Context: an optimization exercise on an open-source flow, tuned for a short achievable clock period and few clock cycles per item. The choices shown serve that exercise and are no tape-out recipe.
The RTL was checked by simulation tests, not by an equivalence proof against the original design.
No activity file was given, so power comes from the tool's default toggle rates.

==> run D <==
// double_ended_queue_unit
module double_ended_queue_unit #(
  parameter int DEPTH = 16
) (
  input  logic         clk,
  input  logic         rst_n,
  input  logic         in_tvalid,
  output logic         in_tready,
  input  logic [39:0]  in_tdata,    
  input  logic [2:0]   in_tuser,    
  output logic         out_tvalid,
  input  logic         out_tready,
  output logic [103:0] out_tdata    
);
==> module double_ended_queue_unit, before the edit <==
module double_ended_queue_unit #(
  parameter int DEPTH = 16
) (
  input  logic         clk,
  input  logic         rst_n,
  input  logic         in_tvalid,
  output logic         in_tready,
  input  logic [39:0]  in_tdata,    
  input  logic [2:0]   in_tuser,    
  output logic         out_tvalid,
  input  logic         out_tready,
  output logic [103:0] out_tdata    
);
  localparam int CW   = $clog2(DEPTH + 1);
  localparam int W    = deq_pkg::WORD_W;
  localparam int RW   = 104;
  localparam int FD   = 4;
  localparam int CAP  = FD;
  localparam logic [2:0] CAP_M1 = CAP - 1;
  logic          rdy_r;
  logic          accept;
  assign in_tready = rdy_r;
  assign accept    = in_tvalid && rdy_r;
  logic                       s_valid;
  logic [W-1:0]               s_value;
  logic [DEPTH-1:0]           s_wsel, s_rsel;
  logic [4:0]                 s_fsel, s_bsel;
  logic                       s_pop_ok, s_pop_front, s_dropped, s_empty;
  logic [CW-1:0]              s_count;
  logic                       r_valid;
  deq_pkg::deq_res_t          r_res;
  deq_ctrl #(
    .DEPTH(DEPTH),
    .CW   (CW)
  ) u_ctrl (
    .clk        (clk),
    .rst_n      (rst_n),
    .op_valid   (accept),
    .op_kind    (in_tuser),
    .op_value   (in_tdata[W-1:0]),
    .s_valid    (s_valid),
    .s_value    (s_value),
    .s_wsel     (s_wsel),
    .s_rsel     (s_rsel),
    .s_fsel     (s_fsel),
    .s_bsel     (s_bsel),
    .s_pop_ok   (s_pop_ok),
    .s_pop_front(s_pop_front),
    .s_dropped  (s_dropped),
    .s_count    (s_count),
    .s_empty    (s_empty)
  );
  deq_store #(
    .DEPTH(DEPTH),
    .CW   (CW)
  ) u_store (
    .clk        (clk),
    .rst_n      (rst_n),
    .s_valid    (s_valid),
    .s_value    (s_value),
    .s_wsel     (s_wsel),
    .s_rsel     (s_rsel),
    .s_fsel     (s_fsel),
    .s_bsel     (s_bsel),
    .s_pop_ok   (s_pop_ok),
    .s_pop_front(s_pop_front),
    .s_dropped  (s_dropped),
    .s_count    (s_count),
    .s_empty    (s_empty),
    .r_valid    (r_valid),
    .r_res      (r_res)
  );
  logic [2:0] owed_r, owed_nxt;
  logic       take;
  always_comb begin
    owed_nxt = owed_r;
    if (accept && !take) owed_nxt = owed_r + 1'b1;
    if (!accept && take) owed_nxt = owed_r - 1'b1;
  end
  always_ff @(posedge clk) begin
    if (!rst_n) begin
      owed_r <= '0;
      rdy_r  <= 1'b1;
    end else begin
      owed_r <= owed_nxt;
      rdy_r  <= (owed_nxt <= CAP_M1);
    end
  end
  logic [RW-1:0]     fifo [FD];
  logic [FD-1:0]     wp_r, rp_r, rp_nxt;
  logic [FD:0]       fl_r, fl_nxt;       
  logic [FD:0]       hs_r, ns_r;         
  logic [FD:0]       hs_nxt, ns_nxt;
  logic              ov_r, held_r;
  logic [RW-1:0]     od_r, cand_hold, cand_next;
  assign take = held_r && out_tready;
  always_comb begin
    rp_nxt = take ? {rp_r[FD-2:0], rp_r[FD-1]} : rp_r;
    fl_nxt = fl_r;
    if (r_valid && !take) fl_nxt = {fl_r[FD-1:0], 1'b0};
    if (!r_valid && take) fl_nxt = {1'b0, fl_r[FD:1]};
    hs_nxt = fl_nxt[0] ? {1'b1, {FD{1'b0}}} : {1'b0, rp_nxt};
    ns_nxt = fl_nxt[1] ? {1'b1, {FD{1'b0}}} : {1'b0, rp_nxt[FD-2:0], rp_nxt[FD-1]};
  end
  always_ff @(posedge clk) begin
    if (!rst_n) begin
      wp_r   <= {{(FD-1){1'b0}}, 1'b1};
      rp_r   <= {{(FD-1){1'b0}}, 1'b1};
      fl_r   <= {{FD{1'b0}}, 1'b1};
      hs_r   <= {1'b1, {FD{1'b0}}};
      ns_r   <= {1'b1, {FD{1'b0}}};
      held_r <= 1'b0;
      ov_r   <= 1'b0;
    end else begin
      if (r_valid) wp_r <= {wp_r[FD-2:0], wp_r[FD-1]};
      rp_r   <= rp_nxt;
      fl_r   <= fl_nxt;
      hs_r   <= hs_nxt;
      ns_r   <= ns_nxt;
      held_r <= !fl_nxt[0] || r_valid;
      ov_r   <= r_valid || (fl_nxt[FD:1] != '0);
    end
  end
  always_ff @(posedge clk) begin
    for (int k = 0; k < FD; k++) begin
      if (r_valid && wp_r[k]) fifo[k] <= r_res;
    end
  end
  always_comb begin
    cand_hold = {RW{hs_r[FD]}} & r_res;
    cand_next = {RW{ns_r[FD]}} & r_res;
    for (int k = 0; k < FD; k++) begin
      cand_hold = cand_hold | ({RW{hs_r[k]}} & fifo[k]);
      cand_next = cand_next | ({RW{ns_r[k]}} & fifo[k]);
    end
  end
  always_ff @(posedge clk) begin
    od_r <= take ? cand_next : cand_hold;
  end
  assign out_tvalid = ov_r;
  assign out_tdata  = od_r;
endmodule
export LEC_CHECK = 0
export ABC_CLOCK_PERIOD_IN_PS = 1500
export CAP_MARGIN = 20
export CORE_MARGIN = 2
export CORE_UTILIZATION = 65
export CTS_CLUSTER_DIAMETER = 100
export CTS_CLUSTER_SIZE = 30
export SETUP_SLACK_MARGIN = 3.4
export SLEW_MARGIN = 20
export TNS_END_PERCENT = 100
create_clock -name core_clock -period 5.0 [get_ports {clk}]
run.sh (not shown) runs the stock make flow with config.mk's settings and CLKGATE_MAP_FILE= SYNTH_SCRIPT=/design/flow/synth_recipe.tcl, a recipe that flattens the netlist after the stock synthesis.
==> run E (differences from run D) <==
--- a/flow/design.v
+++ b/flow/design.v
@@ -276,35 +276,31 @@
   end
-  logic [RW-1:0]     fifo [FD];
-  logic [FD-1:0]     wp_r, rp_r, rp_nxt;
-  logic [FD:0]       fl_r, fl_nxt;       
-  logic [FD:0]       hs_r, ns_r;         
-  logic [FD:0]       hs_nxt, ns_nxt;
-  logic              ov_r, held_r;
-  logic [RW-1:0]     od_r, cand_hold, cand_next;
-  assign take = held_r && out_tready;
+  logic [RW-1:0]     fq [FD];
+  logic [FD-1:0]     fv_r;               
+  logic              ov_r;
+  logic [RW-1:0]     od_r;
+  logic [RW-1:0]     fq_nxt [FD];
+  logic [FD-1:0]     fv_shift, fv_nxt;
+  assign take = fv_r[0] && out_tready;
   always_comb begin
-    rp_nxt = take ? {rp_r[FD-2:0], rp_r[FD-1]} : rp_r;
-    fl_nxt = fl_r;
-    if (r_valid && !take) fl_nxt = {fl_r[FD-1:0], 1'b0};
-    if (!r_valid && take) fl_nxt = {1'b0, fl_r[FD:1]};
-    hs_nxt = fl_nxt[0] ? {1'b1, {FD{1'b0}}} : {1'b0, rp_nxt};
-    ns_nxt = fl_nxt[1] ? {1'b1, {FD{1'b0}}} : {1'b0, rp_nxt[FD-2:0], rp_nxt[FD-1]};
+    for (int k = 0; k < FD; k++) begin
+      if (take) begin
+        fv_shift[k] = (k + 1 < FD) ? fv_r[(k + 1) % FD] : 1'b0;
+        fq_nxt[k]   = (k + 1 < FD && fv_r[(k + 1) % FD]) ? fq[(k + 1) % FD] : r_res;
+      end else begin
+        fv_shift[k] = fv_r[k];
+        fq_nxt[k]   = fv_r[k] ? fq[k] : r_res;
+      end
+      fv_nxt[k] = fv_shift[k] || (r_valid && ((k == 0) ? 1'b1 : fv_shift[(k + FD - 1) % FD]));
+    end
   end
+  logic hold0;
+  assign hold0 = fv_r[0] && !take;
   always_ff @(posedge clk) begin
     if (!rst_n) begin
-      wp_r   <= {{(FD-1){1'b0}}, 1'b1};
-      rp_r   <= {{(FD-1){1'b0}}, 1'b1};
-      fl_r   <= {{FD{1'b0}}, 1'b1};
-      hs_r   <= {1'b1, {FD{1'b0}}};
-      ns_r   <= {1'b1, {FD{1'b0}}};
-      held_r <= 1'b0;
-      ov_r   <= 1'b0;
+      fv_r <= '0;
+      ov_r <= 1'b0;
     end else begin
-      if (r_valid) wp_r <= {wp_r[FD-2:0], wp_r[FD-1]};
-      rp_r   <= rp_nxt;
-      fl_r   <= fl_nxt;
-      hs_r   <= hs_nxt;
-      ns_r   <= ns_nxt;
-      held_r <= !fl_nxt[0] || r_valid;
-      ov_r   <= r_valid || (fl_nxt[FD:1] != '0);
+      fv_r[FD-1:1] <= fv_nxt[FD-1:1];
+      fv_r[0]      <= hold0 || fv_nxt[0];
+      ov_r         <= fv_nxt[0];
     end
@@ -312,16 +308,7 @@
   always_ff @(posedge clk) begin
-    for (int k = 0; k < FD; k++) begin
-      if (r_valid && wp_r[k]) fifo[k] <= r_res;
+    for (int k = 1; k < FD; k++) begin
+      fq[k] <= fq_nxt[k];
     end
-  end
-  always_comb begin
-    cand_hold = {RW{hs_r[FD]}} & r_res;
-    cand_next = {RW{ns_r[FD]}} & r_res;
-    for (int k = 0; k < FD; k++) begin
-      cand_hold = cand_hold | ({RW{hs_r[k]}} & fifo[k]);
-      cand_next = cand_next | ({RW{ns_r[k]}} & fifo[k]);
-    end
-  end
-  always_ff @(posedge clk) begin
-    od_r <= take ? cand_next : cand_hold;
+    if (!hold0) fq[0] <= (take && fv_r[1]) ? fq[1] : r_res;
+    od_r <= fq_nxt[0];
   end
==> flow/flow/run.sh (new file) <==
#!/bin/bash
# The standard layout, with one change: before detailed placement, each
# register that drives an output port's buffer is moved next to that buffer,
# so the wire from the register to the port buffer is short. Detailed
# placement then legalizes it as usual.
set -euo pipefail
here=$(pwd)
bash standard.sh PRE_DETAIL_PLACE_TCL="$here/flow/out_regs_to_pins.tcl" finish \
  > "$here/standard_flow.log" 2>&1
==> flow/flow/out_regs_to_pins.tcl (new file) <==
# Move each register that drives an output port's buffer onto that buffer's
# location; detailed placement legalizes the result.
set block [ord::get_db_block]
set moved 0
foreach bterm [$block getBTerms] {
  if { [$bterm getIoType] != "OUTPUT" } { continue }
  set net [$bterm getNet]
  if { $net == "NULL" } { continue }
  set buf ""
  foreach it [$net getITerms] {
    if { [$it isOutputSignal] } { set buf [$it getInst] }
  }
  if { $buf == "" } { continue }
  set in_net ""
  foreach it [$buf getITerms] {
    if { [$it isInputSignal] } { set in_net [$it getNet] }
  }
  if { $in_net == "" || $in_net == "NULL" } { continue }
  if { [llength [$in_net getITerms]] != 2 } { continue }
  foreach it [$in_net getITerms] {
    if { ![$it isOutputSignal] } { continue }
    set reg [$it getInst]
    if { ![[$reg getMaster] isSequential] } { continue }
    set loc [$buf getLocation]
    $reg setLocation [lindex $loc 0] [lindex $loc 1]
    $reg setPlacementStatus PLACED
    incr moved
  }
}
puts "out_regs_to_pins: moved $moved registers next to their output buffers"
==> flow/standard.sh (new file) <==
#!/bin/bash
# synth_recipe.tcl (not shown) runs the flow's synth.tcl, then flattens the netlist and writes it again
# the make line also repeats each setting of config.mk as NAME=value (left out here)
make -C /OpenROAD-flow-scripts/flow DESIGN_CONFIG=/design/flow/config.mk WORK_HOME=/design/flow/orfs CLKGATE_MAP_FILE= SYNTH_SCRIPT=/design/flow/synth_recipe.tcl "${@:-finish}"
--- a/flow/config.mk
+++ b/flow/config.mk
@@ -13,3 +13,3 @@
 export CTS_CLUSTER_SIZE = 30
-export SETUP_SLACK_MARGIN = 3.4
+export SETUP_SLACK_MARGIN = 3.0
 export SLEW_MARGIN = 20
removed: flow/run.sh
==> run F (differences from run D) <==
--- a/flow/design.v
+++ b/flow/design.v
@@ -209,3 +209,3 @@
   logic          accept;
-  assign in_tready = rdy_r;
+  assign in_tready = rdy_o_r;
   assign accept    = in_tvalid && rdy_r;
@@ -260,8 +260,17 @@
   );
-  logic [2:0] owed_r, owed_nxt;
-  logic       take;
+  logic [2:0]     owed_r, owed_nxt;
+  logic [CAP:0]   owed_oh_r, owed_oh_nxt;
+  logic           rdy_o_r;
+  logic           take;
   always_comb begin
-    owed_nxt = owed_r;
-    if (accept && !take) owed_nxt = owed_r + 1'b1;
-    if (!accept && take) owed_nxt = owed_r - 1'b1;
+    owed_nxt    = owed_r;
+    owed_oh_nxt = owed_oh_r;
+    if (accept && !take) begin
+      owed_nxt    = owed_r + 1'b1;
+      owed_oh_nxt = {owed_oh_r[CAP-1:0], 1'b0};
+    end
+    if (!accept && take) begin
+      owed_nxt    = owed_r - 1'b1;
+      owed_oh_nxt = {1'b0, owed_oh_r[CAP:1]};
+    end
   end
@@ -269,7 +278,11 @@
     if (!rst_n) begin
-      owed_r <= '0;
-      rdy_r  <= 1'b1;
+      owed_r    <= '0;
+      owed_oh_r <= {{CAP{1'b0}}, 1'b1};
+      rdy_r     <= 1'b1;
+      rdy_o_r   <= 1'b1;
     end else begin
-      owed_r <= owed_nxt;
-      rdy_r  <= (owed_nxt <= CAP_M1);
+      owed_r    <= owed_nxt;
+      owed_oh_r <= owed_oh_nxt;
+      rdy_r     <= (owed_nxt <= CAP_M1);
+      rdy_o_r   <= !owed_oh_nxt[CAP];
     end
--- a/flow/config.mk
+++ b/flow/config.mk
@@ -13,3 +13,3 @@
 export CTS_CLUSTER_SIZE = 30
-export SETUP_SLACK_MARGIN = 3.4
+export SETUP_SLACK_MARGIN = 3.1
 export SLEW_MARGIN = 20
==> run Y (differences from run D) <==
--- a/flow/design.v
+++ b/flow/design.v
@@ -204,3 +204,3 @@
   localparam int RW   = 104;
-  localparam int FD   = 4;
+  localparam int FD   = 5;
   localparam int CAP  = FD;
@@ -209,4 +209,15 @@
   logic          accept;
+  logic          op_valid;
+  logic [2:0]    op_kind;
+  logic [W-1:0]  op_value;
   assign in_tready = rdy_r;
   assign accept    = in_tvalid && rdy_r;
+  always_ff @(posedge clk) begin
+    if (!rst_n) op_valid <= 1'b0;
+    else        op_valid <= accept;
+  end
+  always_ff @(posedge clk) begin
+    op_kind  <= in_tuser;
+    op_value <= in_tdata[W-1:0];
+  end
   logic                       s_valid;
@@ -225,5 +236,5 @@
     .rst_n      (rst_n),
-    .op_valid   (accept),
-    .op_kind    (in_tuser),
-    .op_value   (in_tdata[W-1:0]),
+    .op_valid   (op_valid),
+    .op_kind    (op_kind),
+    .op_value   (op_value),
     .s_valid    (s_valid),
@@ -262,2 +273,3 @@
   logic       take;
+  assign take = out_tvalid && out_tready;
   always_comb begin
@@ -276,35 +288,21 @@
   end
+  logic              ov_r;
+  logic [RW-1:0]     od_r;
   logic [RW-1:0]     fifo [FD];
-  logic [FD-1:0]     wp_r, rp_r, rp_nxt;
-  logic [FD:0]       fl_r, fl_nxt;       
-  logic [FD:0]       hs_r, ns_r;         
-  logic [FD:0]       hs_nxt, ns_nxt;
-  logic              ov_r, held_r;
-  logic [RW-1:0]     od_r, cand_hold, cand_next;
-  assign take = held_r && out_tready;
-  always_comb begin
-    rp_nxt = take ? {rp_r[FD-2:0], rp_r[FD-1]} : rp_r;
-    fl_nxt = fl_r;
-    if (r_valid && !take) fl_nxt = {fl_r[FD-1:0], 1'b0};
-    if (!r_valid && take) fl_nxt = {1'b0, fl_r[FD:1]};
-    hs_nxt = fl_nxt[0] ? {1'b1, {FD{1'b0}}} : {1'b0, rp_nxt};
-    ns_nxt = fl_nxt[1] ? {1'b1, {FD{1'b0}}} : {1'b0, rp_nxt[FD-2:0], rp_nxt[FD-1]};
-  end
+  logic [FD-1:0]     wp_r, rp_r, rp_inc;
+  logic [FD:0]       fl_r;               
+  logic [RW-1:0]     f_cur, f_nxt, cand_hold, cand_next;
+  assign rp_inc = {rp_r[FD-2:0], rp_r[FD-1]};
   always_ff @(posedge clk) begin
     if (!rst_n) begin
-      wp_r   <= {{(FD-1){1'b0}}, 1'b1};
-      rp_r   <= {{(FD-1){1'b0}}, 1'b1};
-      fl_r   <= {{FD{1'b0}}, 1'b1};
-      hs_r   <= {1'b1, {FD{1'b0}}};
-      ns_r   <= {1'b1, {FD{1'b0}}};
-      held_r <= 1'b0;
-      ov_r   <= 1'b0;
+      ov_r <= 1'b0;
+      wp_r <= {{(FD-1){1'b0}}, 1'b1};
+      rp_r <= {{(FD-1){1'b0}}, 1'b1};
+      fl_r <= {{FD{1'b0}}, 1'b1};
     end else begin
+      ov_r <= !(fl_r[0] || (fl_r[1] && take)) || r_valid;
       if (r_valid) wp_r <= {wp_r[FD-2:0], wp_r[FD-1]};
-      rp_r   <= rp_nxt;
-      fl_r   <= fl_nxt;
-      hs_r   <= hs_nxt;
-      ns_r   <= ns_nxt;
-      held_r <= !fl_nxt[0] || r_valid;
-      ov_r   <= r_valid || (fl_nxt[FD:1] != '0);
+      if (take)    rp_r <= rp_inc;
+      if (r_valid && !take) fl_r <= {fl_r[FD-1:0], 1'b0};
+      if (!r_valid && take) fl_r <= {1'b0, fl_r[FD:1]};
     end
@@ -317,9 +315,11 @@
   always_comb begin
-    cand_hold = {RW{hs_r[FD]}} & r_res;
-    cand_next = {RW{ns_r[FD]}} & r_res;
+    f_cur = '0;
+    f_nxt = '0;
     for (int k = 0; k < FD; k++) begin
-      cand_hold = cand_hold | ({RW{hs_r[k]}} & fifo[k]);
-      cand_next = cand_next | ({RW{ns_r[k]}} & fifo[k]);
+      f_cur = f_cur | ({RW{rp_r[k]}} & fifo[k]);
+      f_nxt = f_nxt | ({RW{rp_inc[k]}} & fifo[k]);
     end
   end
+  assign cand_hold = fl_r[0] ? r_res : f_cur;
+  assign cand_next = fl_r[1] ? r_res : f_nxt;
   always_ff @(posedge clk) begin
--- a/flow/config.mk
+++ b/flow/config.mk
@@ -10,6 +10,6 @@
 export CORE_MARGIN = 2
-export CORE_UTILIZATION = 65
+export CORE_UTILIZATION = 40
 export CTS_CLUSTER_DIAMETER = 100
 export CTS_CLUSTER_SIZE = 30
-export SETUP_SLACK_MARGIN = 3.4
+export SETUP_SLACK_MARGIN = 3.0
 export SLEW_MARGIN = 20
==> metrics.md <==
| Metric | Value |
|---|---|
| Clk latency of the worst-skew pair | `0.67 ns` |
| Outcome | `complete, no violations` |
| DP Wirelength | `73500 um` |
| Final Critical Period | `around 2.2 ns` |
| Pin count of the biggest net entering global routing | `66` |
| Seq pwr | `approximately 12 mW` |
| VDD IR-drop max | `0.0003286 V` |
the above is filed under run D

==> metrics.md <==
| Metric | Value |
|---|---|
| Pin count of the biggest net entering global routing | `66` |
| Register Area | `approximately 0.035 sq mm` |
| Seq pwr | `between 10 and 15 mW` |
| Outcome | `complete, no violations` |
| DP Wirelength | `between 70000 and 80000 um` |
| Final Critical Period | `2.181 ns` |
| Critical path type | `reg -> out` |
| Post-synthesis mux area share | `0.009519` |
the above is filed under run F

==> metrics.md <==
| Metric | Value |
|---|---|
| Seq pwr | `11.7 mW` |
| Final Critical Period | `between 2 and 2.5 ns` |
| Pin count of the biggest net entering global routing | `between 80 and 90` |
| VDD IR-drop max | `between 0.0003 and 0.0004 V` |
| Pwr dens | `350.4 mW/mm^2` |
| Internal power | `~14 mW` |
| DP Wirelength | `66950 um` |
| P_comb | `between 1 and 1.5 mW` |
| Outcome | `complete, no violations` |
the above is filed under run E

==> metrics.md <==
| Metric | Value |
|---|---|
| DP Wirelength | `just under 80000 um` |
| Pin count of the biggest net entering global routing | `between 200 and 250` |
| Seq pwr | `13.1 mW` |
| Outcome | `complete, no violations` |
| VDD IR-drop max | `0.0002611 V` |
| Clk latency of the worst-skew pair | `about 0.71 ns` |
the above is filed under run Y

Testbench counts of run D, summed over its fixed seeds: cycles 16,024, items 16,000.
Testbench counts of run E, summed over its fixed seeds: cycles 16,024, items 16,000.
Testbench counts of run F, summed over its fixed seeds: cycles 16,024, items 16,000.
Testbench counts of run Y, summed over its fixed seeds: cycles 16,032, items 16,000.

what the ideal ports hide:
The results above use ideal ports. As a check the final layouts listed here were re-extracted and re-timed, cells and wires unchanged.
Step 1 (the two cells are an assumption about what drives the block):
set clk [get_ports {clk}]
set_driving_cell -lib_cell sky130_fd_sc_hd__clkbuf_16 $clk
set_driving_cell -lib_cell sky130_fd_sc_hd__buf_2 [delete_from_list [all_inputs] $clk]
Step 2 adds t to the input delays and takes it off the output delays; t is the mean of the earliest and latest rising clock arrival at the registers after step 1. Input paths then give back, and output paths get back, about the clock's delay inside the block.
a / b / c = no drivers / after step 1 / after step 2; a / b = the first two.
run | t (ns) | slack for setup (ns) | latest minus earliest clock arrival (ns) | cell pins on the clock port's net
run D | 0.722 | 2.829 / 2.760 / 2.527 | 0.038 / 0.039 | 1
run E | 0.718 | 2.867 / 2.797 / 2.257 | 0.019 / 0.019 | 1
run F | 0.705 | 2.819 / 2.752 / 2.443 | 0.059 / 0.059 | 1
run Y | 0.764 | 2.752 / 2.683 / 2.340 | 0.042 / 0.042 | 1
After both steps every run listed still meets setup and hold. For run E, which loses most, drivers alone change the setup slack by -0.070 ns; drivers and shift together by -0.610 ns.
